What follows belongs to an exercise in optimizing a design on an open flow for a short achievable clock period and few clock cycles per item; a production flow would make more cautious choices. At most, simulation tests tie the RTL to the original design; equivalence was not proved. The RTL of runs 1 to 3 was laid out without a check of its function.

==> run.sh <==
#!/bin/bash
# synth_recipe.tcl (not shown) runs the flow's synth.tcl, then flattens the netlist and writes it again
# the make line also repeats each setting of config.mk as NAME=value (left out here)
make -C /OpenROAD-flow-scripts/flow DESIGN_CONFIG=/design/flow/config.mk WORK_HOME=/design/flow/orfs CLKGATE_MAP_FILE= SYNTH_SCRIPT=/design/flow/synth_recipe.tcl finish
==> design.v <==
`default_nettype none
package damsu_pkg;
	localparam int unsigned WINDOW_LEN  = 10;
	localparam int unsigned SAMPLE_BITS = 12;
	localparam int unsigned SUM_W       = 16;
	localparam int unsigned VREF_W  = 13;
	localparam int unsigned RATIO_W = 16;
	localparam int unsigned DROP_W  = 10;
	localparam int unsigned OFFS_W  = 10;
	localparam logic [VREF_W-1:0]  VREF_RST  = VREF_W'(3300);
	localparam logic [RATIO_W-1:0] RATIO_RST = RATIO_W'(26438);
	localparam logic [DROP_W-1:0]  DROP_RST  = DROP_W'(400);
	localparam logic [OFFS_W-1:0]  OFFS_RST  = OFFS_W'(500);
	localparam int unsigned PADDR_W   = 4;
	localparam int unsigned PDATA_W   = 32;
	localparam int unsigned REG_IDX_W = 2;
	localparam logic [REG_IDX_W-1:0] REG_VREF  = 2'd0;
	localparam logic [REG_IDX_W-1:0] REG_RATIO = 2'd1;
	localparam logic [REG_IDX_W-1:0] REG_DROP  = 2'd2;
	localparam logic [REG_IDX_W-1:0] REG_OFFS  = 2'd3;
	localparam int unsigned   BSH  = 46;
	localparam int unsigned   G_W  = 48;
	localparam int unsigned   BP_W = 64;
	localparam int unsigned   K_W  = 29;
	localparam int unsigned   ACC_W = 56;
	localparam logic [50:0]   BC   = 51'd1801879762999713;
	localparam int unsigned   TSH  = 41;
	localparam int unsigned   V_W  = 43;
	localparam int unsigned   TP_W = 59;
	localparam logic [39:0]   TC   = 40'd1099243128799;
	localparam int unsigned OUT_W      = 17;
	localparam int unsigned TEMP_MAX   = 50000;
endpackage
`default_nettype wire
`default_nettype none
import damsu_pkg::*;
module damsu_regs (
	input  wire logic               clk,
	input  wire logic               arst_n,
	input  wire logic               psel,
	input  wire logic               penable,
	input  wire logic               pwrite,
	input  wire logic [PADDR_W-1:0] paddr,
	input  wire logic [PDATA_W-1:0] pwdata,
	output logic      [PDATA_W-1:0] prdata,
	output logic                    pready,
	output logic      [VREF_W-1:0]  vref,
	output logic      [RATIO_W-1:0] ratio,
	output logic      [DROP_W-1:0]  drop,
	output logic      [OFFS_W-1:0]  offs,
	output logic                    wr_gain
);
	logic                 wen;
	logic [REG_IDX_W-1:0] idx;
	logic [VREF_W-1:0]    vref_q;
	logic [RATIO_W-1:0]   ratio_q;
	logic [DROP_W-1:0]    drop_q;
	logic [OFFS_W-1:0]    offs_q;
	logic [15:0]          rd_q;
	logic [15:0]          rd_d;
	assign wen     = psel & penable & pwrite;
	assign idx     = paddr[PADDR_W-1:2];
	assign pready  = 1'b1;
	assign wr_gain = wen & ((idx == REG_VREF) | (idx == REG_RATIO));
	always_ff @(posedge clk or negedge arst_n) begin
		if (!arst_n) begin
			vref_q  <= VREF_RST;
			ratio_q <= RATIO_RST;
			drop_q  <= DROP_RST;
			offs_q  <= OFFS_RST;
		end else if (wen) begin
			unique case (idx)
				REG_VREF:  vref_q  <= pwdata[VREF_W-1:0];
				REG_RATIO: ratio_q <= pwdata[RATIO_W-1:0];
				REG_DROP:  drop_q  <= pwdata[DROP_W-1:0];
				REG_OFFS:  offs_q  <= pwdata[OFFS_W-1:0];
			endcase
		end
	end
	always_comb begin
		unique case (idx)
			REG_VREF:  rd_d = 16'(vref_q);
			REG_RATIO: rd_d = ratio_q;
			REG_DROP:  rd_d = 16'(drop_q);
			REG_OFFS:  rd_d = 16'(offs_q);
		endcase
	end
	always_ff @(posedge clk or negedge arst_n) begin
		if (!arst_n) begin
			rd_q <= '0;
		end else begin
			rd_q <= rd_d;
		end
	end
	assign prdata = {16'd0, rd_q};
	assign vref   = vref_q;
	assign ratio  = ratio_q;
	assign drop   = drop_q;
	assign offs   = offs_q;
endmodule
`default_nettype wire
`default_nettype none
import damsu_pkg::*;
module damsu_window (
	input  wire logic                   clk,
	input  wire logic                   arst_n,
	input  wire logic                   accept,
	input  wire logic [SAMPLE_BITS-1:0] battery_sample,
	input  wire logic [SAMPLE_BITS-1:0] thermistor_sample,
	input  wire logic                   pop,
	output logic                        avail,
	output logic      [2:0]             inflight,
	output logic      [SUM_W-1:0]       bsum,
	output logic      [SUM_W-1:0]       tsum,
	output logic                        full
);
	localparam int unsigned ENT_W = 2 * SUM_W + 1;
	localparam int unsigned NQ    = 4;
	logic [SAMPLE_BITS-1:0] bring [WINDOW_LEN-1];
	logic [SAMPLE_BITS-1:0] tring [WINDOW_LEN-1];
	logic [3:0]             fill_q;
	logic                   old_ok;
	logic [SAMPLE_BITS-1:0] bold;
	logic [SAMPLE_BITS-1:0] told;
	logic                   a0_q;
	logic [SAMPLE_BITS-1:0] bin0_q;
	logic [SAMPLE_BITS-1:0] tin0_q;
	logic                   full0_q;
	logic                   a1_q;
	logic [SAMPLE_BITS-1:0] bin1_q;
	logic [SAMPLE_BITS-1:0] tin1_q;
	logic [SUM_W-1:0]       bdif1_q;
	logic [SUM_W-1:0]       tdif1_q;
	logic                   full1_q;
	logic [SUM_W-1:0]       b9_q;
	logic [SUM_W-1:0]       t9_q;
	logic [SUM_W-1:0]       bsum_d;
	logic [SUM_W-1:0]       tsum_d;
	logic [ENT_W-1:0]       ent_d;
	logic [ENT_W-1:0]       ent_q [NQ];
	logic [2:0]             cnt_q;
	logic [2:0]             cnt_d;
	logic [2:0]             wslot;
	assign old_ok = (fill_q >= 4'(WINDOW_LEN - 1));
	always_ff @(posedge clk) begin
		bin0_q  <= battery_sample;
		tin0_q  <= thermistor_sample;
		full0_q <= old_ok;
	end
	always_ff @(posedge clk or negedge arst_n) begin
		if (!arst_n) begin
			a0_q   <= 1'b0;
			a1_q   <= 1'b0;
			fill_q <= '0;
		end else begin
			a0_q <= accept;
			a1_q <= a0_q;
			if (accept && !old_ok) begin
				fill_q <= fill_q + 4'd1;
			end
		end
	end
	assign bold = !full0_q ? '0 : (a1_q ? bring[WINDOW_LEN-3] : bring[WINDOW_LEN-2]);
	assign told = !full0_q ? '0 : (a1_q ? tring[WINDOW_LEN-3] : tring[WINDOW_LEN-2]);
	always_ff @(posedge clk) begin
		bin1_q  <= bin0_q;
		tin1_q  <= tin0_q;
		bdif1_q <= SUM_W'(bin0_q) - SUM_W'(bold);
		tdif1_q <= SUM_W'(tin0_q) - SUM_W'(told);
		full1_q <= full0_q;
	end
	always_ff @(posedge clk) begin
		if (a1_q) begin
			bring[0] <= bin1_q;
			tring[0] <= tin1_q;
			for (int i = 1; i < WINDOW_LEN - 1; i++) begin
				bring[i] <= bring[i-1];
				tring[i] <= tring[i-1];
			end
		end
	end
	assign bsum_d = b9_q + SUM_W'(bin1_q);
	assign tsum_d = t9_q + SUM_W'(tin1_q);
	assign ent_d  = {bsum_d, tsum_d, full1_q};
	always_ff @(posedge clk or negedge arst_n) begin
		if (!arst_n) begin
			b9_q <= '0;
			t9_q <= '0;
		end else if (a1_q) begin
			b9_q <= b9_q + bdif1_q;
			t9_q <= t9_q + tdif1_q;
		end
	end
	assign cnt_d = cnt_q + 3'(a1_q) - 3'(pop);
	assign wslot = cnt_q - 3'(pop);
	always_ff @(posedge clk) begin
		for (int i = 0; i < NQ; i++) begin
			if (a1_q && wslot == 3'(i)) begin
				ent_q[i] <= ent_d;
			end else if (pop && i < NQ - 1) begin
				ent_q[i] <= ent_q[(i < NQ - 1) ? i + 1 : i];
			end
		end
	end
	always_ff @(posedge clk or negedge arst_n) begin
		if (!arst_n) begin
			cnt_q <= 3'd0;
		end else begin
			cnt_q <= cnt_d;
		end
	end
	assign avail    = (cnt_q != 3'd0);
	assign inflight = cnt_q + 3'(a0_q) + 3'(a1_q);
	assign bsum     = ent_q[0][ENT_W-1 -: SUM_W];
	assign tsum     = ent_q[0][1 +: SUM_W];
	assign full     = ent_q[0][0];
endmodule
`default_nettype wire
`default_nettype none
import damsu_pkg::*;
module damsu_cdiv (
	input  wire logic               clk,
	input  wire logic               arst_n,
	input  wire logic [VREF_W-1:0]  vref,
	input  wire logic [RATIO_W-1:0] ratio,
	input  wire logic [OFFS_W-1:0]  offs,
	input  wire logic               restart,
	output logic                    ready_nxt,
	output logic      [G_W-1:0]     g1,
	output logic      [G_W+1:0]     g3,
	output logic      [V_W-1:0]     v1,
	output logic      [V_W+1:0]     v3,
	output logic      [17:0]        noffs
);
	localparam logic [3:0] ST_READY = 4'd12;
	localparam logic [3:0] ST_DONE  = 4'd12;
	logic [3:0]       st_q;
	logic [3:0]       st_d;
	logic [14:0]      vr3_q;
	logic [13:0]      kacc_q;
	logic [3:0]       kd_q;
	logic [3:0]       rdig;
	logic [15:0]      rsh_q;
	logic [14:0]      kpa;
	logic [14:0]      kpb;
	logic [17:0]      ksum;
	logic [16:0]      mk_q;
	logic [ACC_W-1:0] tm_q;
	logic [ACC_W-1:0] tmul;
	logic [52:0]      acc_q;
	logic [ACC_W-1:0] acc_sum;
	logic [G_W+1:0]   g3_q;
	logic [25:0]      g3lo_q;
	logic [G_W-1:0]   g1d_q;
	logic [V_W-1:0]   v1_q;
	logic [18:0]      vx_q;
	logic [25:0]      vz_q;
	logic [20:0]      vx3_q;
	logic [27:0]      vz3_q;
	logic [V_W+1:0]   v3_q;
	logic [17:0]      noffs_q;
	logic [13:0]      o10_q;
	always_comb begin
		if (restart) begin
			st_d = 4'd0;
		end else if (st_q == ST_DONE) begin
			st_d = ST_DONE;
		end else begin
			st_d = st_q + 4'd1;
		end
	end
	always_ff @(posedge clk or negedge arst_n) begin
		if (!arst_n) begin
			st_q <= 4'd0;
		end else begin
			st_q <= st_d;
		end
	end
	assign ready_nxt = (st_d >= ST_READY);
	assign rdig = rsh_q[3:0];
	always_comb begin
		unique case (rdig[1:0])
			2'd0: kpa = '0;
			2'd1: kpa = 15'(vref);
			2'd2: kpa = 15'(vref) << 1;
			2'd3: kpa = vr3_q;
		endcase
		unique case (rdig[3:2])
			2'd0: kpb = '0;
			2'd1: kpb = 15'(vref);
			2'd2: kpb = 15'(vref) << 1;
			2'd3: kpb = vr3_q;
		endcase
		ksum = 18'(kacc_q) + 18'(mk_q);
	end
	always_comb begin
		unique case (kd_q)
			4'd0:  tmul = '0;
			4'd1:  tmul = ACC_W'(BC) * ACC_W'(1);
			4'd2:  tmul = ACC_W'(BC) * ACC_W'(2);
			4'd3:  tmul = ACC_W'(BC) * ACC_W'(3);
			4'd4:  tmul = ACC_W'(BC) * ACC_W'(4);
			4'd5:  tmul = ACC_W'(BC) * ACC_W'(5);
			4'd6:  tmul = ACC_W'(BC) * ACC_W'(6);
			4'd7:  tmul = ACC_W'(BC) * ACC_W'(7);
			4'd8:  tmul = ACC_W'(BC) * ACC_W'(8);
			4'd9:  tmul = ACC_W'(BC) * ACC_W'(9);
			4'd10: tmul = ACC_W'(BC) * ACC_W'(10);
			4'd11: tmul = ACC_W'(BC) * ACC_W'(11);
			4'd12: tmul = ACC_W'(BC) * ACC_W'(12);
			4'd13: tmul = ACC_W'(BC) * ACC_W'(13);
			4'd14: tmul = ACC_W'(BC) * ACC_W'(14);
			4'd15: tmul = ACC_W'(BC) * ACC_W'(15);
		endcase
	end
	assign acc_sum = ACC_W'(acc_q) + tm_q;
	always_ff @(posedge clk) begin
		vr3_q <= 15'(vref) + (15'(vref) << 1);
		mk_q <= 17'(kpa) + (17'(kpb) << 2);
		if (st_q == 4'd0) begin
			rsh_q  <= ratio;
			kacc_q <= '0;
		end else begin
			rsh_q <= rsh_q >> 4;
		end
		if (st_q >= 4'd2) begin
			kd_q   <= ksum[3:0];
			kacc_q <= ksum[17:4];
		end
		tm_q <= tmul;
		if (st_q == 4'd3) begin
			acc_q <= 53'd1 << 32;
		end else if (st_q >= 4'd4 && st_q <= 4'd11) begin
			acc_q <= 53'(acc_sum >> 4);
		end
		vx_q  <= 19'(vref) + (19'(vref) << 5);
		vz_q  <= 26'(vref) + (26'(vref) << 12);
		v1_q  <= V_W'(vx_q) + (V_W'(vz_q) << 17);
		vx3_q <= 21'(vr3_q) + (21'(vr3_q) << 5);
		vz3_q <= 28'(vr3_q) + (28'(vr3_q) << 12);
		v3_q  <= (V_W + 2)'(vx3_q) + ((V_W + 2)'(vz3_q) << 17);
		g1d_q   <= acc_q[G_W-1:0];
		g3lo_q  <= 26'(acc_q[24:0]) + 26'({acc_q[23:0], 1'b0});
		g3_q    <= {(G_W + 2 - 25)'(g1d_q[G_W-1:25]) + (G_W + 2 - 25)'(g1d_q[G_W-1:24]) + (G_W + 2 - 25)'(g3lo_q[25]),
		            g3lo_q[24:0]};
		o10_q   <= (14'(offs) << 3) + (14'(offs) << 1);
		noffs_q <= 18'd0 - 18'(o10_q);
	end
	assign g1    = acc_q[G_W-1:0];
	assign g3    = g3_q;
	assign v1    = v1_q;
	assign v3    = v3_q;
	assign noffs = noffs_q;
endmodule
`default_nettype wire
`default_nettype none
import damsu_pkg::*;
module damsu_scale (
	input  wire logic               clk,
	input  wire logic               arst_n,
	input  wire logic               en,
	input  wire logic               in_v,
	input  wire logic [SUM_W-1:0]   bsum,
	input  wire logic [SUM_W-1:0]   tsum,
	input  wire logic               full,
	input  wire logic [G_W-1:0]     g1,
	input  wire logic [G_W+1:0]     g3,
	input  wire logic [V_W-1:0]     v1,
	input  wire logic [V_W+1:0]     v3,
	input  wire logic [DROP_W-1:0]  drop,
	input  wire logic [17:0]        noffs,
	output logic                    out_v,
	output logic      [OUT_W-1:0]   out_batt,
	output logic      [OUT_W-1:0]   out_temp,
	output logic                    out_full
);
	logic [BP_W-1:0] bpp [9];
	logic [TP_W-1:0] tpp [9];
	logic [BP_W-1:0] ba [6];
	logic [BP_W-1:0] bb [4];
	logic [TP_W-1:0] ta [6];
	logic [TP_W-1:0] tb [4];
	logic [BP_W-1:0] bx_q [4];
	logic [TP_W-1:0] tx_q [4];
	logic [BP_W-1:0] bc3 [3];
	logic [TP_W-1:0] tc3 [3];
	logic [BP_W-1:0] by_q [2];
	logic [TP_W-1:0] ty_q [2];
	logic            v1_q;
	logic            f1_q;
	logic            vy_q;
	logic            fy_q;
	logic [BP_W-1:0] bs2;
	logic [BP_W-1:0] bc2;
	logic [TP_W-1:0] ts2;
	logic [TP_W-1:0] tc2;
	localparam int unsigned BLO = 23;
	localparam int unsigned TLO = 20;
	logic [BP_W-1:0] by_d [2];
	logic [TP_W-1:0] ty_d [2];
	logic [BLO:0]    bll;
	logic [TLO:0]    tll;
	logic            bcl_q;
	logic            tcl_q;
	logic [BSH-BLO+1:0] blo;
	logic [TSH-TLO+1:0] tlo;
	logic [17:0]     bh_q;
	logic            bcy_q;
	logic [17:0]     th_q;
	logic            tcy_q;
	logic            v2_q;
	logic            f2_q;
	logic [17:0]      braw;
	logic [17:0]      traw;
	logic [OUT_W-1:0] batt_d;
	logic [OUT_W-1:0] temp_d;
	logic [OUT_W-1:0] batt_q;
	logic [OUT_W-1:0] temp_q;
	logic             full_q;
	logic             ov_q;
	always_comb begin
		for (int i = 0; i < 8; i++) begin
			unique case (bsum[2*i +: 2])
				2'd0: bpp[i] = '0;
				2'd1: bpp[i] = BP_W'(g1) << (2 * i);
				2'd2: bpp[i] = BP_W'(g1) << (2 * i + 1);
				2'd3: bpp[i] = BP_W'(g3) << (2 * i);
			endcase
			unique case (tsum[2*i +: 2])
				2'd0: tpp[i] = '0;
				2'd1: tpp[i] = TP_W'(v1) << (2 * i);
				2'd2: tpp[i] = TP_W'(v1) << (2 * i + 1);
				2'd3: tpp[i] = TP_W'(v3) << (2 * i);
			endcase
		end
		bpp[8] = (BP_W'(1) << (BSH - 1)) | (BP_W'(drop) << BSH);
		tpp[8] = {noffs, 1'b0, TC};
		for (int j = 0; j < 3; j++) begin
			ba[2*j]   = bpp[3*j] ^ bpp[3*j+1] ^ bpp[3*j+2];
			ba[2*j+1] = ((bpp[3*j] & bpp[3*j+1]) | (bpp[3*j] & bpp[3*j+2]) | (bpp[3*j+1] & bpp[3*j+2])) << 1;
			ta[2*j]   = tpp[3*j] ^ tpp[3*j+1] ^ tpp[3*j+2];
			ta[2*j+1] = ((tpp[3*j] & tpp[3*j+1]) | (tpp[3*j] & tpp[3*j+2]) | (tpp[3*j+1] & tpp[3*j+2])) << 1;
		end
		for (int j = 0; j < 2; j++) begin
			bb[2*j]   = ba[3*j] ^ ba[3*j+1] ^ ba[3*j+2];
			bb[2*j+1] = ((ba[3*j] & ba[3*j+1]) | (ba[3*j] & ba[3*j+2]) | (ba[3*j+1] & ba[3*j+2])) << 1;
			tb[2*j]   = ta[3*j] ^ ta[3*j+1] ^ ta[3*j+2];
			tb[2*j+1] = ((ta[3*j] & ta[3*j+1]) | (ta[3*j] & ta[3*j+2]) | (ta[3*j+1] & ta[3*j+2])) << 1;
		end
	end
	always_ff @(posedge clk) begin
		if (en) begin
			for (int j = 0; j < 4; j++) begin
				bx_q[j] <= bb[j];
				tx_q[j] <= tb[j];
			end
			f1_q <= full;
		end
	end
	always_comb begin
		bc3[0] = bx_q[0] ^ bx_q[1] ^ bx_q[2];
		bc3[1] = ((bx_q[0] & bx_q[1]) | (bx_q[0] & bx_q[2]) | (bx_q[1] & bx_q[2])) << 1;
		bc3[2] = bx_q[3];
		tc3[0] = tx_q[0] ^ tx_q[1] ^ tx_q[2];
		tc3[1] = ((tx_q[0] & tx_q[1]) | (tx_q[0] & tx_q[2]) | (tx_q[1] & tx_q[2])) << 1;
		tc3[2] = tx_q[3];
	end
	always_comb begin
		by_d[0] = bc3[0] ^ bc3[1] ^ bc3[2];
		by_d[1] = ((bc3[0] & bc3[1]) | (bc3[0] & bc3[2]) | (bc3[1] & bc3[2])) << 1;
		ty_d[0] = tc3[0] ^ tc3[1] ^ tc3[2];
		ty_d[1] = ((tc3[0] & tc3[1]) | (tc3[0] & tc3[2]) | (tc3[1] & tc3[2])) << 1;
		bll     = (BLO + 1)'(by_d[0][BLO-1:0]) + (BLO + 1)'(by_d[1][BLO-1:0]);
		tll     = (TLO + 1)'(ty_d[0][TLO-1:0]) + (TLO + 1)'(ty_d[1][TLO-1:0]);
	end
	always_ff @(posedge clk) begin
		if (en) begin
			by_q[0] <= by_d[0];
			by_q[1] <= by_d[1];
			ty_q[0] <= ty_d[0];
			ty_q[1] <= ty_d[1];
			bcl_q   <= bll[BLO];
			tcl_q   <= tll[TLO];
			fy_q    <= f1_q;
		end
	end
	always_comb begin
		bs2 = by_q[0];
		bc2 = by_q[1];
		ts2 = ty_q[0];
		tc2 = ty_q[1];
		blo = {1'b0, bs2[BSH-1:BLO], 1'b1} + {1'b0, bc2[BSH-1:BLO], bcl_q};
		tlo = {1'b0, ts2[TSH-1:TLO], 1'b1} + {1'b0, tc2[TSH-1:TLO], tcl_q};
	end
	always_ff @(posedge clk) begin
		if (en) begin
			bcy_q <= blo[BSH-BLO+1];
			bh_q  <= bs2[BP_W-1:BSH] + bc2[BP_W-1:BSH];
			tcy_q <= tlo[TSH-TLO+1];
			th_q  <= ts2[TP_W-1:TSH] + tc2[TP_W-1:TSH];
			f2_q  <= fy_q;
		end
	end
	always_comb begin
		braw   = bh_q + 18'(bcy_q);
		traw   = th_q + 18'(tcy_q);
		batt_d = braw[17] ? OUT_W'(131071) : braw[OUT_W-1:0];
		temp_d = (!traw[17] && (traw[16:0] > OUT_W'(TEMP_MAX))) ? OUT_W'(TEMP_MAX) : traw[OUT_W-1:0];
	end
	always_ff @(posedge clk) begin
		batt_q <= (batt_q & {OUT_W{~en}}) | (batt_d & {OUT_W{en}});
		temp_q <= (temp_q & {OUT_W{~en}}) | (temp_d & {OUT_W{en}});
		full_q <= (full_q & ~en) | (f2_q & en);
	end
	always_ff @(posedge clk or negedge arst_n) begin
		if (!arst_n) begin
			v1_q <= 1'b0;
			vy_q <= 1'b0;
			v2_q <= 1'b0;
			ov_q <= 1'b0;
		end else if (en) begin
			v1_q <= in_v;
			vy_q <= v1_q;
			v2_q <= vy_q;
			ov_q <= v2_q;
		end
	end
	assign out_v    = ov_q;
	assign out_batt = batt_q;
	assign out_temp = temp_q;
	assign out_full = full_q;
endmodule
`default_nettype wire
`default_nettype none
import damsu_pkg::*;
module dual_adc_moving_average_scaler_unit (
	input  wire logic                   clk,
	input  wire logic                   arst_n,
	input  wire logic                   psel,
	input  wire logic                   penable,
	input  wire logic                   pwrite,
	input  wire logic [PADDR_W-1:0]     paddr,
	input  wire logic [PDATA_W-1:0]     pwdata,
	output logic      [PDATA_W-1:0]     prdata,
	output logic                        pready,
	input  wire logic                   in_valid,
	output logic                        in_ready,
	input  wire logic [SAMPLE_BITS-1:0] battery_sample,
	input  wire logic [SAMPLE_BITS-1:0] thermistor_sample,
	output logic                        out_valid,
	input  wire logic                   out_ready,
	output logic      [OUT_W-1:0]       battery_mv,
	output logic signed [OUT_W-1:0]     temperature_centi_c,
	output logic                        window_full
);
	logic [VREF_W-1:0]  vref;
	logic [RATIO_W-1:0] ratio;
	logic [DROP_W-1:0]  drop;
	logic [OFFS_W-1:0]  offs;
	logic               wr_gain;
	logic               cfg_ready_nxt;
	logic [G_W-1:0]     g1;
	logic [G_W+1:0]     g3;
	logic [V_W-1:0]     v1;
	logic [V_W+1:0]     v3;
	logic [17:0]        noffs;
	logic               in_ready_q;
	logic               accept;
	logic               en;
	logic               pop;
	logic               avail;
	logic [2:0]         inflight;
	logic [SUM_W-1:0]   bsum;
	logic [SUM_W-1:0]   tsum;
	logic               full;
	logic               out_v;
	logic [OUT_W-1:0]   out_batt;
	logic [OUT_W-1:0]   out_temp;
	logic               out_full;
	logic [2:0]         inflight_nxt;
	damsu_regs u_regs (
		.clk     (clk),
		.arst_n  (arst_n),
		.psel    (psel),
		.penable (penable),
		.pwrite  (pwrite),
		.paddr   (paddr),
		.pwdata  (pwdata),
		.prdata  (prdata),
		.pready  (pready),
		.vref    (vref),
		.ratio   (ratio),
		.drop    (drop),
		.offs    (offs),
		.wr_gain (wr_gain)
	);
	damsu_cdiv u_cdiv (
		.clk       (clk),
		.arst_n    (arst_n),
		.vref      (vref),
		.ratio     (ratio),
		.offs      (offs),
		.restart   (wr_gain),
		.ready_nxt (cfg_ready_nxt),
		.g1        (g1),
		.g3        (g3),
		.v1        (v1),
		.v3        (v3),
		.noffs     (noffs)
	);
	assign en     = ~out_v | out_ready;
	assign accept = in_valid & in_ready_q;
	assign pop    = avail & en;
	damsu_window u_window (
		.clk               (clk),
		.arst_n            (arst_n),
		.accept            (accept),
		.battery_sample    (battery_sample),
		.thermistor_sample (thermistor_sample),
		.pop               (pop),
		.avail             (avail),
		.inflight          (inflight),
		.bsum              (bsum),
		.tsum              (tsum),
		.full              (full)
	);
	damsu_scale u_scale (
		.clk      (clk),
		.arst_n   (arst_n),
		.en       (en),
		.in_v     (avail),
		.bsum     (bsum),
		.tsum     (tsum),
		.full     (full),
		.g1       (g1),
		.g3       (g3),
		.v1       (v1),
		.v3       (v3),
		.drop     (drop),
		.noffs    (noffs),
		.out_v    (out_v),
		.out_batt (out_batt),
		.out_temp (out_temp),
		.out_full (out_full)
	);
	assign inflight_nxt = inflight + 3'(accept) - 3'(pop);
	always_ff @(posedge clk or negedge arst_n) begin
		if (!arst_n) begin
			in_ready_q <= 1'b0;
		end else begin
			in_ready_q <= cfg_ready_nxt & (inflight_nxt <= 3'd3);
		end
	end
	assign in_ready            = in_ready_q;
	assign out_valid           = out_v;
	assign battery_mv          = out_batt;
	assign temperature_centi_c = $signed(out_temp);
	assign window_full         = out_full;
endmodule
`default_nettype wire
==> config.mk <==
export PLATFORM = sky130hd
export DESIGN_NAME = dual_adc_moving_average_scaler_unit
export DESIGN_NICKNAME = dual_adc_moving_average_scaler_unit
export VERILOG_FILES = /design/flow/design.v
export SDC_FILE = /design/flow/constraint.sdc
export NUM_CORES = 4
export LEC_CHECK = 0
export ABC_CLOCK_PERIOD_IN_PS = 2000
export CAP_MARGIN = 20
export CORE_MARGIN = 2
export CORE_UTILIZATION = 50
export SETUP_SLACK_MARGIN = 5
export SLEW_MARGIN = 20
==> constraint.sdc <==
create_clock -name core_clock -period 8.0 [get_ports {clk}]
set_input_delay 1.6000 -clock core_clock [delete_from_list [all_inputs] [get_ports {clk}]]
set_output_delay 1.6000 -clock core_clock [all_outputs]
set_load 0.01 [all_outputs]
==> results.cfg, run 1 <==
[grt]
first_global_vias = 64400
grtUsageTotal = 0.243
antenna_found_initial = 6
grt_pass1_wl_um = 375000
grt_max_degree = 165
overflow = 0

[routing]
via_per_inst = 5.91
vias = 62300
wl_per_cell_um = 22.9
wirelength_um = 241000
drc = 0
firstDrtPassIters = 6
first_iter_violations = 5110
drtAntennaViolNets = 0

[job]
drv_cap = 0

[setup_path]
crit_slowest_cell = dfrtp_4
slowest_delay_ns = 0.49
rr_worst_depth = 15
end_kind = flip-flop
cp-start-kind = flip-flop
crit_fanout = 4
cp.required_ns = 8.74
r2r_slack_ns = 4.80
cp.arrival_ns = 3.94
cp_top_family = compound AO/OA/AOI/OAI gates
cp.depth = 15
worstSetupPathType = reg2reg
path_cells = buf_12 -> buf_6 -> mux2_2 -> and2_4 -> ha_4 -> fa_2 -> nor2b_1 -> o21ai_1 -> a21boi_1 -> o21ai_1 -> a21boi_1 -> o21a_1 -> o21ai_2 -> a211o_1 -> o311ai_1
critical_path_buf_inv_count = 2

[cts]
cts_buffers = 174
cts_tree = yes
cts-root-buf = clkbuf_16
ctsHoldBuffers = 0
clock_latency_ns = 0.84
cts.sinks = 1628
cts_buffer_depth = 3
h-tree-depth = 4
path_clk_slew_ns = 0.06

[cells_and_area]
finalNonFillerCells = 10500
final_cell_mix = edfxtp_1, mux2_2, fa_1
drive_gt1_frac = 0.219
final_common_cell = edfxtp_1
nets = 9047
nFillCells = 15600
synthToLayoutAreaGrowth_pct = 12.7

[floorplanning]
ios = 137
coreArea_mm2 = 0.190
dieArea_mm2 = 0.195
start_util = 0.504
die_x_um = 442
rows = 160
die_height_um = 442

[synth]
synth_compound_area_frac = 0.120
syn_avg_cell_area_um2 = 12.3
ys_ff_latch = 1628
syn-cell-area_mm2 = 0.0959
ys_types = 82
synthCells = 7816
yosysSeqAreaShare = 0.449
muxShareOfSynthArea = 0.110
synth_top_family_by_area = adder cells
synth_edf_count = 992
synth-xor-area-share = 0.0298
synth_warnings = 22
synth_ff_type = edfxtp_1
synth_fa_ha_area_frac = 0.189
synthSimpleGateAreaFrac = 0.0607
synthArstFlopShare = 0.0706

[timing]
relSlewSlack = 0.373
fin_crit_ns = 3.20
finalHoldViolCount = 0
rsz0062_at_grt = true
max_clock_freq_mhz = 313
tns_ns = 0
finalMaxSlewViolations = 0
fin_ws_ns = 4.80
fin_hold_ws_ns = 0.307
worst_slew_pin_slew_ns = 0.941
fin_crit_sh = 0.400
setup_viol = 0
clock_skew_ns = 0.0569

[placed_design]
gp_congestion = 0.869
dp_hpwl_um = 161000
port_buffers = 101
dp_cells = 10100
place_ws_ns = 2.40

[outcome]
status = finished clean

[worst_hold_path]
hp-class = reg2reg
worstHoldPathCells = 0
-- final cells by class --
class | count | area [µm²] | share of cell area
diodes | 1 | 2.50 | 0.0000231
repair buffers | 331 | 3240 | 0.0300
well taps | 2511 | 3140 | 0.0291
multi-input cells | 5171 | 50200 | 0.464
inverters | 568 | 2150 | 0.0199
clock buffers | 235 | 4960 | 0.0458
flip-flops and latches | 1628 | 43300 | 0.401
clock inverters | 87 | 1100 | 0.0101
-- path summary, 6_finish.rpt --
check                                        startpoint                           end
worst min register to register  u_cdiv.vx3_q[8]$_DFF_P_        u_cdiv.v3_q[8]$_DFF_P_
min in group asynchronous                        arst_n      u_scale.ov_q$_DFFE_PN0N_
worst max register to register  u_window.a1_q$_DFF_PN0_  u_window.bdif1_q[10]$_DFF_P_
worst max-delay path            u_window.a1_q$_DFF_PN0_  u_window.bdif1_q[10]$_DFF_P_
max in group asynchronous                        arst_n      u_regs.rd_q[8]$_DFF_PN0_
worst min-delay path            u_cdiv.vx3_q[8]$_DFF_P_        u_cdiv.v3_q[8]$_DFF_P_
-- sequential cells by signal, indices dropped and copies added, names as in the netlist, 17 cells and up, named ones only --
name and flops:
u_cdiv.acc_q 52, u_cdiv.g1d_q 25, u_cdiv.g3_q 50, u_cdiv.g3lo_q 25, u_cdiv.mk_q 17, u_cdiv.tm_q 24, u_cdiv.v1_q 42, u_cdiv.v3_q 45
u_cdiv.vz3_q 28, u_cdiv.vz_q 26, u_scale.bh_q 18, u_scale.bx_q 213, u_scale.by_q 82, u_scale.th_q 18, u_scale.tx_q 199, u_scale.ty_q 78
u_window.bring 108, u_window.ent_q 132, u_window.tring 108
-- Yosys cell counts (25+ instances only) --
| library cell | n | area (µm²) |
|---|---|---|
| edfxtp_1 | 992 | 29800 |
| mux2_2 | 854 | 9620 |
| fa_1 | 574 | 11500 |
| inv_1 | 566 | 2120 |
| a22o_1 | 549 | 4810 |
| ha_1 | 532 | 6660 |
| dfxtp_1 | 521 | 10400 |
| nand2_1 | 390 | 1460 |
| clkbuf_1 | 373 | 1400 |
| nor2_1 | 291 | 1090 |
| xnor2_1 | 230 | 2010 |
| o21ai_0 | 229 | 1150 |
| a21oi_1 | 204 | 1020 |
| a22oi_1 | 187 | 1400 |
| xor2_1 | 97 | 850 |
| a21o_1 | 94 | 706 |
| nor2b_1 | 94 | 588 |
| dfrtp_1 | 92 | 2300 |
| nand3_1 | 87 | 435 |
| nor3_1 | 80 | 400 |
| and3_1 | 77 | 482 |
| buf_1 | 73 | 274 |
| mux2i_1 | 69 | 691 |
| nand4_1 | 43 | 269 |
| nand2b_1 | 42 | 263 |
| o31ai_1 | 32 | 240 |
| a21boi_0 | 31 | 233 |
| a31oi_1 | 26 | 163 |
| o211ai_1 | 26 | 195 |
| o21a_1 | 26 | 195 |
| o21bai_1 | 25 | 188 |
-- per-stage QoR --
| step | utilization | area [µm²] |
|---|---|---|
| floorplan | - | 96100 |
| global placement | 0.521 | 99200 |
| detailed placement | 0.521 | 99200 |
| CTS | 0.561 | 107000 |
| global route | 0.568 | 108000 |
| finish | 0.568 | 108000 |
-- cell families (layout without fill, tap and decap cells) --
group                    Yosys count  after routing
AO/OA/AOI/OAI                   1563           1564
XOR/XNOR                         327            327
adder cells (fa/ha/maj)         1106           1106
buffers and inverters           1037           1221
flip-flops                      1628           1628
multiplexers                     933            933
other                              2             18
AND/OR/NAND/NOR                 1220           1224
-- routing by layer --
metal | global-route usage | wire, µm | vias to the layer above
met1 | 0.335 | 106000 | 31200
li1 | - | - | 28500
met4 | 0.0921 | 9140 | 2
met2 | 0.382 | 110000 | 2122
met3 | 0.0448 | 15900 | 511
met5 | 0 | 11 | -
-- repair_timing --
item	in CTS	in global routing
buffers inserted	69	54
gates resized for setup	536	234
setup endpoints to repair	1237	663
gates cloned	8	3
hold endpoints to repair	0	0
pin swaps	48	118
==> inputs of run 2 (changes only) <==
--- a/config.mk
+++ b/config.mk
@@ -9,5 +9,6 @@
 export CAP_MARGIN = 20
 export CORE_MARGIN = 2
 export CORE_UTILIZATION = 50
+export PLACE_DENSITY = 0.8
 export SETUP_SLACK_MARGIN = 5
 export SLEW_MARGIN = 20
==> run 2 against run 1 <==
Synthesized cell count unchanged. Critical path type unchanged. Cell area down 0.28%. Highest routed layer unchanged. Non-clock buffer count down 15. Sequential share of layout area up 0.15 points. Setup slack better by 0.045 ns. Still clean on timing, DRC and antenna.
==> results.cfg, run 2 <==
[outcome]
status = finished clean

[worst_hold_path]
hp-start = u_cdiv.g3lo_q[11]$_DFF_P_
hp-class = reg2reg
worstHoldPathCells = 0
worstHoldEndpoint = u_cdiv.g3_q[11]$_DFF_P_

[setup_path]
worstSetupPathType = reg2reg
r2r_end = u_window.tdif1_q[4]$_DFF_P_
cp-start-kind = flip-flop
r2r_slack_ns = 4.85
reg2reg_from = u_window.a1_q$_DFF_PN0_
cp.required_ns = 8.71
crit_fanout = 5
cp.arrival_ns = 3.86
rr_worst_depth = 19
end_kind = flip-flop

[cells_and_area]
multi_input_area_mm2 = 0.0504
final_cell_area_mm2 = 0.108
final_common_cell = edfxtp_1
synthToLayoutAreaGrowth_pct = 12.4
drive_gt1_frac = 0.222
finalNonFillerCells = 10500
nFillCells = 14500
final_cell_mix = edfxtp_1, mux2_2, fa_1
largest_register_ffs = 213
seqCellArea_mm2 = 0.0434
reg_top3 = u_scale.bx_q x213, u_scale.tx_q x199, u_window.ent_q x132
nets = 9030
top_register = u_scale.bx_q

[routing]
wl_per_cell_um = 22.8
wirelength_um = 239000
drtAntennaViolNets = 0
first_iter_violations = 7377
via_per_inst = 6.15
firstDrtPassIters = 8
drc = 0
vias = 64700

[synth]
synthCells = 7816
yosys.area.top_type = edfxtp_1
synthArstFlopShare = 0.0706
synth_ff_type = edfxtp_1
yosysSeqAreaShare = 0.449
syn_avg_cell_area_um2 = 12.3
synth_edf_count = 992
synth_common_cells = edfxtp_1, mux2_2, fa_1
ys_ff_latch = 1628
netlist.area_leader.share = 0.310
synthTopCellsByArea = edfxtp_1, fa_1, dfxtp_1
synth_warnings = 22
syn-cell-area_mm2 = 0.0959
ys_types = 82
synth_most_common_cell = edfxtp_1

[cts]
cts_tree = yes
clock_latency_ns = 0.83
path_clk_slew_ns = 0.06
ctsHoldBuffers = 0
cts_buffer_depth = 3
cts.sinks = 1628
h-tree-depth = 4
cts_buffers = 167
cts-root-buf = clkbuf_16

[placed_design]
gp_congestion = 0.926
port_buffers = 101
placed_area_mm2 = 0.0991
dp_hpwl_um = 153000
dp_cells = 10100

[floorplanning]
die_x_um = 442
dieArea_mm2 = 0.195
die_height_um = 442
coreArea_mm2 = 0.190
start_util = 0.504
rows = 160
ios = 137

[grt]
grt_max_degree = 101
antenna_found_initial = 13
grt_pass1_wl_um = 367000
grtUsageTotal = 0.236
overflow = 0
first_global_vias = 65700

[timing]
rsz0062_at_grt = true
finalHoldViolCount = 0
clock_skew_ns = 0.0473
fin_crit_ns = 3.15
max_clock_freq_mhz = 317
setup_viol = 0
finalMaxSlewViolations = 0
relSlewSlack = 0.403
worst_slew_pin_slew_ns = 0.895
fin_crit_sh = 0.394

[job]
drv_cap = 0
==> run 2: cell counts after synthesis <==
Identical to the previous run, type by type.
==> run 2: per-layer routing <==
layer / share of wire / GRT usage / vias to the layer above
met5: 0.00028 / 0 / -
met4: 0.063 / 0.137 / 4
met3: 0.096 / 0.0520 / 921
li1: - / - / 28500
met1: 0.39 / 0.301 / 31800
met2: 0.45 / 0.370 / 3606
==> run 2: timing repair <==
item,4_1_cts,5_1_grt
gates cloned,15,4
hold endpoints to repair,0,0
gates resized for setup,532,293
buffers inserted,70,59
endpoints found under the setup margin,1169,480
pin swaps,40,90
==> run 2: cell families after synthesis <==
logic type,Yosys count,synth area share
DFF,1628,0.449
AOI/OAI and AO/OA,1563,0.120
and+or+nand+nor,1220,0.0607
adders and majority gates,1106,0.189
buffers and inverters,1037,0.0413
muxes,933,0.110
xor gates and xnor gates,327,0.0298
other,2,0.0000783
==> run 2: metrics by stage <==
step	utilization	setup WS [ns]	TNS, ns	hold WS, ns
4_1_cts	0.557	4.87	0	0.310
6_report	0.566	4.85	0	0.308
3_3_place_gp	0.520	2.55	0	0.310
5_1_grt	0.566	4.81	0	0.313
3_5_place_dp	0.520	2.44	0	0.312
2_1_floorplan	-	-1.56	-289.74	0.310
==> run 2: how the worst max path moves through the flow <==
stage,from,to
5_1_grt,u_window.a1_q$_DFF_PN0_,u_window.tdif1_q[4]$_DFF_P_
4_1_cts,u_regs.rd_q[1]$_DFF_PN0_,prdata[1]
2_1_floorplan,out_ready,u_window.ent_q[1][0]$_DFFE_PP_
3_5_place_dp,out_ready,u_window.ent_q[1][19]$_DFFE_PP_
6_report,u_window.a1_q$_DFF_PN0_,u_window.tdif1_q[4]$_DFF_P_
3_3_place_gp,out_ready,u_window.ent_q[1][18]$_DFFE_PP_
==> run 2: critical path, cell delays in order, from the launching register on <==
cell and delay (ns):
dfrtp_4 0.51, buf_16 0.16, mux2_4 0.31, and2_4 0.17, ha_4 0.16, fa_2 0.37
nor2b_2 0.13, o21ai_2 0.08, a21boi_2 0.19, buf_4 0.14, buf_6 0.08, buf_6 0.09
buf_6 0.09, buf_6 0.09, buf_6 0.09, buf_6 0.09, buf_6 0.08, buf_6 0.09
buf_6 0.08, nor2_2 0.02
==> run 2: cell type report <==
class / instances / area share
inverters: 568 / 0.0199
clock buffers: 225 / 0.0433
well taps: 2511 / 0.0291
diodes: 10 / 0.000232
multi-input cells: 5176 / 0.468
flip-flops and latches: 1628 / 0.402
clock inverters: 87 / 0.00834
repair buffers: 316 / 0.0293
==> inputs of run 3 (changes only) <==
--- a/design.v
+++ b/design.v
@@ -126,6 +126,8 @@
 	logic [SAMPLE_BITS-1:0] bin0_q;
 	logic [SAMPLE_BITS-1:0] tin0_q;
 	logic                   full0_q;
+	logic [SAMPLE_BITS-1:0] bold0_q;
+	logic [SAMPLE_BITS-1:0] told0_q;
 	logic                   a1_q;
 	logic [SAMPLE_BITS-1:0] bin1_q;
 	logic [SAMPLE_BITS-1:0] tin1_q;
@@ -142,10 +144,27 @@
 	logic [2:0]             cnt_d;
 	logic [2:0]             wslot;
 	assign old_ok = (fill_q >= 4'(WINDOW_LEN - 1));
+	always_comb begin
+		if (!old_ok) begin
+			bold = '0;
+			told = '0;
+		end else if (a0_q && a1_q) begin
+			bold = bring[WINDOW_LEN-4];
+			told = tring[WINDOW_LEN-4];
+		end else if (a0_q || a1_q) begin
+			bold = bring[WINDOW_LEN-3];
+			told = tring[WINDOW_LEN-3];
+		end else begin
+			bold = bring[WINDOW_LEN-2];
+			told = tring[WINDOW_LEN-2];
+		end
+	end
 	always_ff @(posedge clk) begin
 		bin0_q  <= battery_sample;
 		tin0_q  <= thermistor_sample;
 		full0_q <= old_ok;
+		bold0_q <= bold;
+		told0_q <= told;
 	end
 	always_ff @(posedge clk or negedge arst_n) begin
 		if (!arst_n) begin
@@ -160,13 +179,11 @@
 			end
 		end
 	end
-	assign bold = !full0_q ? '0 : (a1_q ? bring[WINDOW_LEN-3] : bring[WINDOW_LEN-2]);
-	assign told = !full0_q ? '0 : (a1_q ? tring[WINDOW_LEN-3] : tring[WINDOW_LEN-2]);
 	always_ff @(posedge clk) begin
 		bin1_q  <= bin0_q;
 		tin1_q  <= tin0_q;
-		bdif1_q <= SUM_W'(bin0_q) - SUM_W'(bold);
-		tdif1_q <= SUM_W'(tin0_q) - SUM_W'(told);
+		bdif1_q <= SUM_W'(bin0_q) - SUM_W'(bold0_q);
+		tdif1_q <= SUM_W'(tin0_q) - SUM_W'(told0_q);
 		full1_q <= full0_q;
 	end
 	always_ff @(posedge clk) begin
@@ -577,7 +594,7 @@
 	logic [OUT_W-1:0]   out_batt;
 	logic [OUT_W-1:0]   out_temp;
 	logic               out_full;
-	logic [2:0]         inflight_nxt;
+	logic               room_nxt;
 	damsu_regs u_regs (
 		.clk     (clk),
 		.arst_n  (arst_n),
@@ -643,12 +660,14 @@
 		.out_temp (out_temp),
 		.out_full (out_full)
 	);
-	assign inflight_nxt = inflight + 3'(accept) - 3'(pop);
+	assign room_nxt = (inflight <= 3'd2)
+	                | ((inflight == 3'd3) & ~(accept & ~pop))
+	                | ((inflight == 3'd4) & pop & ~accept);
 	always_ff @(posedge clk or negedge arst_n) begin
 		if (!arst_n) begin
 			in_ready_q <= 1'b0;
 		end else begin
-			in_ready_q <= cfg_ready_nxt & (inflight_nxt <= 3'd3);
+			in_ready_q <= cfg_ready_nxt & room_nxt;
 		end
 	end
 	assign in_ready            = in_ready_q;
--- a/config.mk
+++ b/config.mk
@@ -9,6 +9,5 @@
 export CAP_MARGIN = 20
 export CORE_MARGIN = 2
 export CORE_UTILIZATION = 50
-export PLACE_DENSITY = 0.8
 export SETUP_SLACK_MARGIN = 5
 export SLEW_MARGIN = 20
==> run 3 against run 2 <==
Count of clock-buffer cells in the layout increased by 24. Critical path depth decreased by 8. Critical path type unchanged. Fmax increased by 1.8%.
==> results.cfg, run 3 <==
[setup_path]
cp-start-kind = flip-flop
cp.arrival_ns = 3.65
startpoint = u_scale.by_q[1][47]$_DFFE_PN_
cp.required_ns = 8.55
crit_fanout = 3
reg2reg_from = u_scale.by_q[1][47]$_DFFE_PN_
end_kind = flip-flop
worstSetupPathType = reg2reg

[cells_and_area]
finalNonFillerCells = 10700
final_util = 0.569
reg_top3 = u_scale.bx_q x213, u_scale.tx_q x199, u_window.ent_q x132
nets = 9157
top_register = u_scale.bx_q
synthToLayoutAreaGrowth_pct = 13.0
final_cell_area_mm2 = 0.110
final_common_cell = edfxtp_1
largest_register_ffs = 213
final_cell_mix = edfxtp_1, mux2_2, inv_1
drive_gt1_frac = 0.222

[cts]
ctsHoldBuffers = 0
cts-root-buf = clkbuf_16
cts.sinks = 1652
h-tree-depth = 4
cts_buffer_depth = 3
path_clk_slew_ns = 0.06
cts_tree = yes
clock_latency_ns = 0.85
cts_buffers = 178

[routing]
drtAntennaViolNets = 0
first_iter_violations = 4790
via_per_inst = 5.89
vias = 62800
firstDrtPassIters = 6
drc = 0
wirelength_um = 244000
wl_per_cell_um = 22.8

[timing]
finalHoldViolCount = 0
clock_skew_ns = 0.0492
rsz0062_at_grt = true
fin_ws_ns = 4.90
fin_crit_ns = 3.10
max_clock_freq_mhz = 323
fin_hold_ws_ns = 0.323
setup_viol = 0
worst_slew_pin_slew_ns = 0.929
relSlewSlack = 0.381
fin_crit_sh = 0.387
finalMaxSlewViolations = 0

[synth]
syn-cell-area_mm2 = 0.0971
synthArstFlopShare = 0.0696
syn_avg_cell_area_um2 = 12.3
ys_ff_latch = 1652
synth_edf_count = 1016
synthTopCellsByArea = edfxtp_1, fa_1, dfxtp_1
netlist.area_leader.share = 0.314
yosys.area.top_type = edfxtp_1
ys_types = 97
synth_ff_type = edfxtp_1
synthCells = 7899
yosysSeqAreaShare = 0.451
synth_common_cells = edfxtp_1, mux2_2, inv_1
synth_most_common_cell = edfxtp_1
synth_warnings = 22

[floorplanning]
dieArea_mm2 = 0.198
start_util = 0.504
die_height_um = 445
coreArea_mm2 = 0.193
ios = 137
die_x_um = 445
rows = 161

[outcome]
status = finished clean

[worst_hold_path]
hp-class = reg2reg
hp-start = u_cdiv.vx_q[5]$_DFF_P_

[placed_design]
place_ws_ns = 1.92
gp_congestion = 0.863
port_buffers = 101
dp_hpwl_um = 161000
placed_area_mm2 = 0.100
dp_cells = 10200

[grt]
met1_usage = 0.324
grt_max_degree = 86
grtUsageMet2 = 0.396
top_usage_layer = met2
grtUsageTotal = 0.242
grt_pass1_wl_um = 375000
antenna_found_initial = 6
first_global_vias = 64400
met3_usage = 0.0399
overflow = 0

[job]
drv_cap = 0
[run 3: cell types whose count changed in the layout (fill, tap and decap cells not counted), moves of 22 or more]
cell	delta
inv_1	+112
nand2_1	-95
a22o_1	-81
a22oi_1	+79
a211oi_1	+42
o21ai_0	-36
buf_4	+32
xor2_1	+29
and3_1	-27
edfxtp_1	+24
dfxtp_4	-23
buf_6	-22
nor2_1	+22
nor2b_1	+22
[run 3: path summary, 6_finish.rpt]
kind	endpoint	slack (ns)	cells past startpoint
worst max-delay path	u_scale.bh_q[17]$_DFFE_PN_	4.90	11
worst min-delay path	u_cdiv.v1_q[5]$_DFF_P_	0.32	0
worst max register to register	u_scale.bh_q[17]$_DFFE_PN_	4.90	11
worst min register to register	u_cdiv.v1_q[5]$_DFF_P_	0.32	0
max in group asynchronous	u_regs.vref_q[3]$_DFFE_PN0P_	5.98	2
min in group asynchronous	u_window.t9_q[0]$_DFFE_PN0P_	0.78	1
[run 3: metrics by stage]
stage               setup TNS (ns)
detailed placement               0
global placement                 0
global route                     0
finish                           0
floorplan                  -289.25
CTS                              0
[run 3: cell families (layout without fill, tap and decap cells)]
group                    after synthesis  count (layout)  share of synthesized area
AO/OA/AOI/OAI                       1567            1567                      0.119
XOR/XNOR                             361             361                     0.0326
adder cells (fa/ha/maj)             1104            1104                      0.187
buffers and inverters               1161            1378                     0.0456
flip-flops                          1652            1652                      0.451
multiplexers                         956             956                      0.111
other                                  2              19                  0.0000773
AND/OR/NAND/NOR                     1096            1105                     0.0540
[run 3: timing repair]
action | 4_1_cts | 5_1_grt
endpoints found under the setup margin | 1303 | 690
setup buffers | 70 | 73
gates resized for setup | 509 | 243
pin swaps | 89 | 144
gates cloned | 17 | 3
[run 3: area by class of cell]
class                   instances  area (µm²)
diodes                          2        5.00
clock buffers                 249        5040
clock inverters                85        1000
fillers                     15800       83000
inverters                     686        2600
multi-input cells            5110       50300
flip-flops and latches       1652       44000
well taps                    2526        3160
repair buffers                357        3610
repair inverters                1        5.00
[run 3: critical path, stage by stage, from the launching register on]
cell and delay [ns]:
edfxtp_1 0.39, ha_1 0.31, a21o_1 0.20, a21oi_2 0.15
o21bai_1 0.11, a211o_1 0.32, a31oi_4 0.21, o21ai_2 0.10
or4b_1 0.49, a31o_1 0.23, a21oi_2 0.19, xnor2_2 0.13
[run 3: metal layers]
| layer | wire length (µm) | share of wire |
|---|---|---|
| met3 | 14500 | 0.060 |
| met4 | 9090 | 0.037 |
| met2 | 115000 | 0.47 |
| met5 | 21 | 0.000086 |
| met1 | 105000 | 0.43 |
==> inputs of run 4 (changes only) <==
--- a/design.v
+++ b/design.v
@@ -85,12 +85,8 @@
 			REG_OFFS:  rd_d = 16'(offs_q);
 		endcase
 	end
-	always_ff @(posedge clk or negedge arst_n) begin
-		if (!arst_n) begin
-			rd_q <= '0;
-		end else begin
-			rd_q <= rd_d;
-		end
+	always_ff @(posedge clk) begin
+		rd_q <= rd_d;
 	end
 	assign prdata = {16'd0, rd_q};
 	assign vref   = vref_q;
--- a/config.mk
+++ b/config.mk
@@ -9,5 +9,6 @@
 export CAP_MARGIN = 20
 export CORE_MARGIN = 2
 export CORE_UTILIZATION = 50
+export PLACE_DENSITY = 0.8
 export SETUP_SLACK_MARGIN = 5
 export SLEW_MARGIN = 20
==> run 4 against run 3 <==
Critical path depth stayed put. Routed wire length is 0.32% lower. Non-clock buffer count is 27 lower. Setup slack worse by 0.036 ns. First-iteration DRC count is 52% higher. Count of clock-buffer cells in the layout is 34 lower. Sequential share of layout area is 0.25 points higher. Flip-flop and latch count stayed put. Cell area is 0.67% lower. Fmax is 1.1% lower. Clock skew is 0.0047 ns higher.
==> results.cfg, run 4 <==
[grt]
overflow = 0
first_global_vias = 66200
grtUsageTotal = 0.236
antenna_found_initial = 15
grt_max_degree = 104
grt_pass1_wl_um = 370000

[placed_design]
port_buffers = 101
dp_hpwl_um = 155000
dp_cells = 10200
place_ws_ns = 2.27
gp_congestion = 0.911

[setup_path]
end_kind = flip-flop
worstSetupPathType = reg2reg
cp.required_ns = 8.57
cp-start-kind = flip-flop
crit_fanout = 4
cp.arrival_ns = 3.70

[timing]
clock_skew_ns = 0.0539
relSlewSlack = 0.322
rsz0062_at_grt = true
tns_ns = 0
finalHoldViolCount = 0
fin_crit_sh = 0.392
fin_ws_ns = 4.87
finalMaxSlewViolations = 0
setup_viol = 0
fin_hold_ws_ns = 0.325
fin_crit_ns = 3.13
worst_slew_pin_slew_ns = 1.01
max_clock_freq_mhz = 319

[floorplanning]
ios = 137
rows = 161
dieArea_mm2 = 0.198
start_util = 0.503
die_x_um = 445
die_height_um = 445
coreArea_mm2 = 0.193

[cts]
h-tree-depth = 4
cts.sinks = 1652
path_clk_slew_ns = 0.06
clock_latency_ns = 0.85
cts_buffers = 171
ctsHoldBuffers = 0
cts_tree = yes
cts-root-buf = clkbuf_16
cts_buffer_depth = 3

[synth]
syn_avg_cell_area_um2 = 12.3
synthArstFlopShare = 0.0599
ys_ff_latch = 1652
synth_ff_type = edfxtp_1
synth_edf_count = 1016
yosys.area.top_type = edfxtp_1
yosysSeqAreaShare = 0.451
syn-cell-area_mm2 = 0.0970
synthTopCellsByArea = edfxtp_1, fa_1, dfxtp_1
synth_most_common_cell = edfxtp_1
synth_common_cells = edfxtp_1, mux2_2, inv_1
synthCells = 7898
ys_types = 97
synth_warnings = 22
netlist.area_leader.share = 0.314

[routing]
wirelength_um = 243000
firstDrtPassIters = 8
wl_per_cell_um = 22.8
via_per_inst = 6.14
vias = 65300
drc = 0
drtAntennaViolNets = 0
first_iter_violations = 7301

[cells_and_area]
drive_gt1_frac = 0.218
reg_top3 = u_scale.bx_q x213, u_scale.tx_q x199, u_window.ent_q x132
top_register = u_scale.bx_q
finalNonFillerCells = 10600
synthToLayoutAreaGrowth_pct = 12.3
nets = 9117
final_common_cell = edfxtp_1
final_cell_mix = edfxtp_1, mux2_2, inv_1
largest_register_ffs = 213

[job]
drv_cap = 0

[worst_hold_path]
hp-class = reg2reg

[outcome]
status = finished clean
-- run 4: changes by cell type in the layout (fill, tap and decap cells not counted), sizes merged, moves of 2 or more --
cell | previous run | this run
buf | 296 | 273
bufbuf | 4 | 2
bufinv | 15 | 17
clkbuf | 260 | 224
clkinv | 54 | 59
dfrtp | 92 | 76
dfxtp | 521 | 537
diode | 2 | 10
inv | 688 | 699
nand2 | 302 | 299
nor2 | 307 | 305
-- run 4: layout make-up --
cell class,instances,area [µm²]
Antenna cell,10,25.0
Clock buffer,215,4640
Clock inverter,106,1230
Fill cell,14600,83800
Inverter,685,2580
Multi-Input combinational cell,5106,50100
Sequential cell,1652,44000
Tap cell,2526,3160
Timing Repair Buffer,330,3230
-- run 4: kinds of logic (layout without fill, tap and decap cells) --
logic type	count (synthesis)	after routing	synth area share
AO/OA/AOI/OAI	1567	1567	0.119
XOR/XNOR	361	361	0.0326
adder cells (fa/ha/maj)	1104	1104	0.187
buffers and inverters	1160	1336	0.0456
flip-flops	1652	1652	0.451
multiplexers	956	956	0.111
other	2	27	0.0000774
AND/OR/NAND/NOR	1096	1101	0.0541
-- run 4: through the flow --
stage               instance area (µm²)   util
global route                     109000  0.565
finish                           109000  0.565
floorplan                         97100      -
CTS                              108000  0.558
global placement                 100000  0.520
detailed placement               100000  0.520
-- run 4: repair_timing --
action / in CTS / in global routing
pin swaps: 66 / 122
setup buffers: 74 / 58
hold endpoints to repair: 0 / 0
setup endpoints to repair: 1347 / 670
cloned: 10 / 4
gates resized for setup: 513 / 236
-- run 4: metal layers --
layer  track usage  part of all wire  up-vias
li1              -                 -    28600
met3        0.0502             0.090      909
met2         0.377              0.46     3610
met1         0.304              0.39    32200
met4         0.122             0.057        4
met5             0          0.000091        -
-- run 4: final timing paths --
check | from | endpoint | slack, ns | cells after the start
max | u_window.t9_q[1]$_DFFE_PN0P_ | u_window.ent_q[1][14]$_DFFE_PP_ | 4.87 | 11
max reg2reg | u_window.t9_q[1]$_DFFE_PN0P_ | u_window.ent_q[1][14]$_DFFE_PP_ | 4.87 | 11
min reg2reg | u_cdiv.g3lo_q[13]$_DFF_P_ | u_cdiv.g3_q[13]$_DFF_P_ | 0.32 | 0
min | u_cdiv.g3lo_q[13]$_DFF_P_ | u_cdiv.g3_q[13]$_DFF_P_ | 0.32 | 0
min in group asynchronous | arst_n | u_window.fill_q[2]$_DFFE_PN0P_ | 0.79 | 1
max in group asynchronous | arst_n | u_regs.vref_q[1]$_DFFE_PN0P_ | 5.91 | 2
-- run 4: worst max-delay path, cell delays in order, from the launching register on --
cell	delay, ns
dfrtp_1	0.40
ha_1	0.27
a21o_1	0.17
a21oi_2	0.16
nand2b_4	0.15
a21boi_4	0.05
o311a_1	0.35
o21a_2	0.21
o21a_1	0.21
o41a_1	0.48
mux2i_4	0.34
o31ai_2	0.10
Testbench counts of run 4, summed over its fixed seeds: cycles 3,256, items 3,200.
==> inputs of run 5 (changes only) <==
--- a/config.mk
+++ b/config.mk
@@ -9,6 +9,5 @@
 export CAP_MARGIN = 20
 export CORE_MARGIN = 2
 export CORE_UTILIZATION = 50
-export PLACE_DENSITY = 0.8
 export SETUP_SLACK_MARGIN = 5
 export SLEW_MARGIN = 20
==> run 5 against run 4 <==
Die area unchanged. Critical path depth is the same. Synthesized cell count is the same. Routed wire length increased by 2.6%. Core utilization is 0.67 points higher. Largest cell class unchanged. Critical endpoint is now u_window.ent_q[2][28]$_DFFE_PP_. Count of clock-buffer cells in the layout grew 20. Fmax rose by 2.2%. Cell area grew 1.2%. Non-clock buffer count is 64 higher. Setup slack better by 0.067 ns.
==> results.cfg, run 5 <==
[setup_path]
r2r_end = u_window.ent_q[2][28]$_DFFE_PP_
crit_path_end = u_window.ent_q[2][28]$_DFFE_PP_
cp.required_ns = 8.60
worstSetupPathType = reg2reg
cp-start-kind = flip-flop
reg2reg_from = u_window.b9_q[1]$_DFFE_PN0P_
r2r_slack_ns = 4.93
end_kind = flip-flop
cp.arrival_ns = 3.66
startpoint = u_window.b9_q[1]$_DFFE_PN0P_
rr_worst_depth = 11
crit_fanout = 4

[timing]
worst_slew_pin_slew_ns = 0.910
fin_crit_sh = 0.383
tns_ns = 0
finalMaxSlewViolations = 0
fin_hold_ws_ns = 0.324
setup_viol = 0
relSlewSlack = 0.393
fin_ws_ns = 4.93
clock_skew_ns = 0.0529
rsz0062_at_grt = true
finalHoldViolCount = 0
fin_crit_ns = 3.07
max_clock_freq_mhz = 326

[synth]
ys_ff_latch = 1652
synth_ff_type = edfxtp_1
muxShareOfSynthArea = 0.111
synth_top_family_by_area = adder cells
synth-xor-area-share = 0.0326
synth_common_cells = edfxtp_1, mux2_2, inv_1
synth_most_common_cell = edfxtp_1
synth_edf_count = 1016
netlist.area_leader.share = 0.314
synth_fa_ha_area_frac = 0.187
synthArstFlopShare = 0.0599
yosys.area.top_type = edfxtp_1
syn_avg_cell_area_um2 = 12.3
synth_warnings = 22
syn-cell-area_mm2 = 0.0970
synthTopCellsByArea = edfxtp_1, fa_1, dfxtp_1
ys_types = 97
synthCells = 7898
synth_compound_area_frac = 0.119
yosysSeqAreaShare = 0.451
synthSimpleGateAreaFrac = 0.0541

[placed_design]
gp_congestion = 0.858
place_ws_ns = 2.34
dp_hpwl_um = 162000
port_buffers = 101

[cells_and_area]
final_cell_mix = edfxtp_1, mux2_2, inv_1
antenna_cells = 0
drive_gt1_frac = 0.226
nets = 9191
reg_top3 = u_scale.bx_q x213, u_scale.tx_q x199, u_window.ent_q x132
synthToLayoutAreaGrowth_pct = 13.7
nFillCells = 15700
largest_register_ffs = 213
final_common_cell = edfxtp_1
final_util = 0.572
top_register = u_scale.bx_q

[floorplanning]
ios = 137
die_height_um = 445
die_x_um = 445
rows = 161
start_util = 0.503
coreArea_mm2 = 0.193
dieArea_mm2 = 0.198

[cts]
clock_latency_ns = 0.85
cts_buffers = 179
cts_buffer_depth = 3
h-tree-depth = 4
cts_tree = yes
cts.sinks = 1652
cts-root-buf = clkbuf_16
ctsHoldBuffers = 0
path_clk_slew_ns = 0.06

[routing]
drc = 0
firstDrtPassIters = 8
via_per_inst = 5.90
first_iter_violations = 5385
wirelength_um = 249000
vias = 63100
drtAntennaViolNets = 0
wl_per_cell_um = 23.3

[job]
drv_cap = 0

[grt]
first_global_vias = 64400
antenna_found_initial = 12
overflow = 0
grt_pass1_wl_um = 378000
grtUsageTotal = 0.244
grt_max_degree = 162

[worst_hold_path]
hp-start = u_cdiv.g3lo_q[5]$_DFF_P_
hp-class = reg2reg

[outcome]
status = finished clean
## run 5: cells by family after synthesis
| logic type | count (synthesis) |
|---|---|
| AOI/OAI and AO/OA | 1567 |
| xor gates and xnor gates | 361 |
| adders and majority gates | 1104 |
| buffers and inverters | 1160 |
| DFF | 1652 |
| muxes | 956 |
| other | 2 |
| and+or+nand+nor | 1096 |
## run 5: worst max-delay path: stages (launching register included)
cell	delay [ns]
dfrtp_1	0.38
ha_1	0.29
a21o_1	0.19
a21oi_2	0.13
nand2b_1	0.14
a21boi_2	0.07
o311a_1	0.31
o21a_2	0.23
o21a_1	0.19
o41a_1	0.47
xnor2_2	0.34
o21ai_1	0.09
## run 5: worst min-delay path by stage
stage / end / slack, ns / depth (start not counted)
after floorplan: u_cdiv.g3_q[0]$_DFF_P_ / 0.31 / 0
after global placement: u_cdiv.g3_q[22]$_DFF_P_ / 0.31 / 0
after detailed placement: u_cdiv.v1_q[13]$_DFF_P_ / 0.31 / 0
after CTS: u_cdiv.v1_q[10]$_DFF_P_ / 0.32 / 0
after global routing: u_cdiv.v1_q[9]$_DFF_P_ / 0.33 / 0
final: u_cdiv.g3_q[5]$_DFF_P_ / 0.32 / 0
## run 5: area by class of cell
| class | instances | area, µm² | share of cell area |
|---|---|---|---|
| tap | 2526 | 3160 | 0.0287 |
| timing repair buffer | 394 | 4010 | 0.0364 |
| multi-input combinational | 5108 | 50200 | 0.456 |
| clock buffer | 235 | 5040 | 0.0457 |
| sequential | 1652 | 44000 | 0.399 |
| clock inverter | 105 | 1260 | 0.0114 |
| inverter | 685 | 2590 | 0.0235 |
## run 5: per-stage QoR
step,instance area (µm²),instances
after floorplan,97100,7913
after global placement,100000,10200
after detailed placement,100000,10200
after CTS,108000,10600
after global routing,110000,10700
final,110000,10700
## run 5: repair_timing
item | CTS | global route
gates cloned | 11 | 14
resized for setup | 525 | 233
setup endpoints to repair | 1231 | 575
pin swaps | 80 | 106
buffers inserted | 101 | 77
## run 5: layer usage
metal  track usage  part of all wire  up-vias
met2         0.392              0.46     2350
met4        0.0753             0.032        4
li1              -                 -    28800
met3        0.0452             0.068      570
met1         0.337              0.44    31500
met5             0           0.00010        -

-- separate check: timing with driven ports --
In the flow no input, the clock included, has a driving cell. The finished layouts below were timed again as built, in two steps.
Step 1 assumes that a clkbuf_16 drives the clock port and a buf_2 every other input.
Step 2 adds t to the input delays and takes it off the output delays; t is the mean of the earliest and latest rising clock arrival at the registers after step 1. Input paths then give back, and output paths get back, about the clock's delay inside the block.
a / b / c = no drivers / after step 1 / after step 2; a / b = the first two.
run	t, ns	setup WS [ns]	worst data-port slew with drivers (ns)
run 1	0.905	4.801 / 4.801 / 4.054	0.24
run 2	0.891	4.847 / 4.831 / 4.064	0.21
run 3	0.915	4.902 / 4.846 / 4.147	0.25
run 4	0.903	4.866 / 4.866 / 4.177	0.18
run 5	0.914	4.933 / 4.879 / 4.133	0.21
After both steps every run listed still meets setup and hold. For run 5, which loses most, drivers alone change the setup slack by -0.054 ns; drivers and shift together by -0.800 ns.
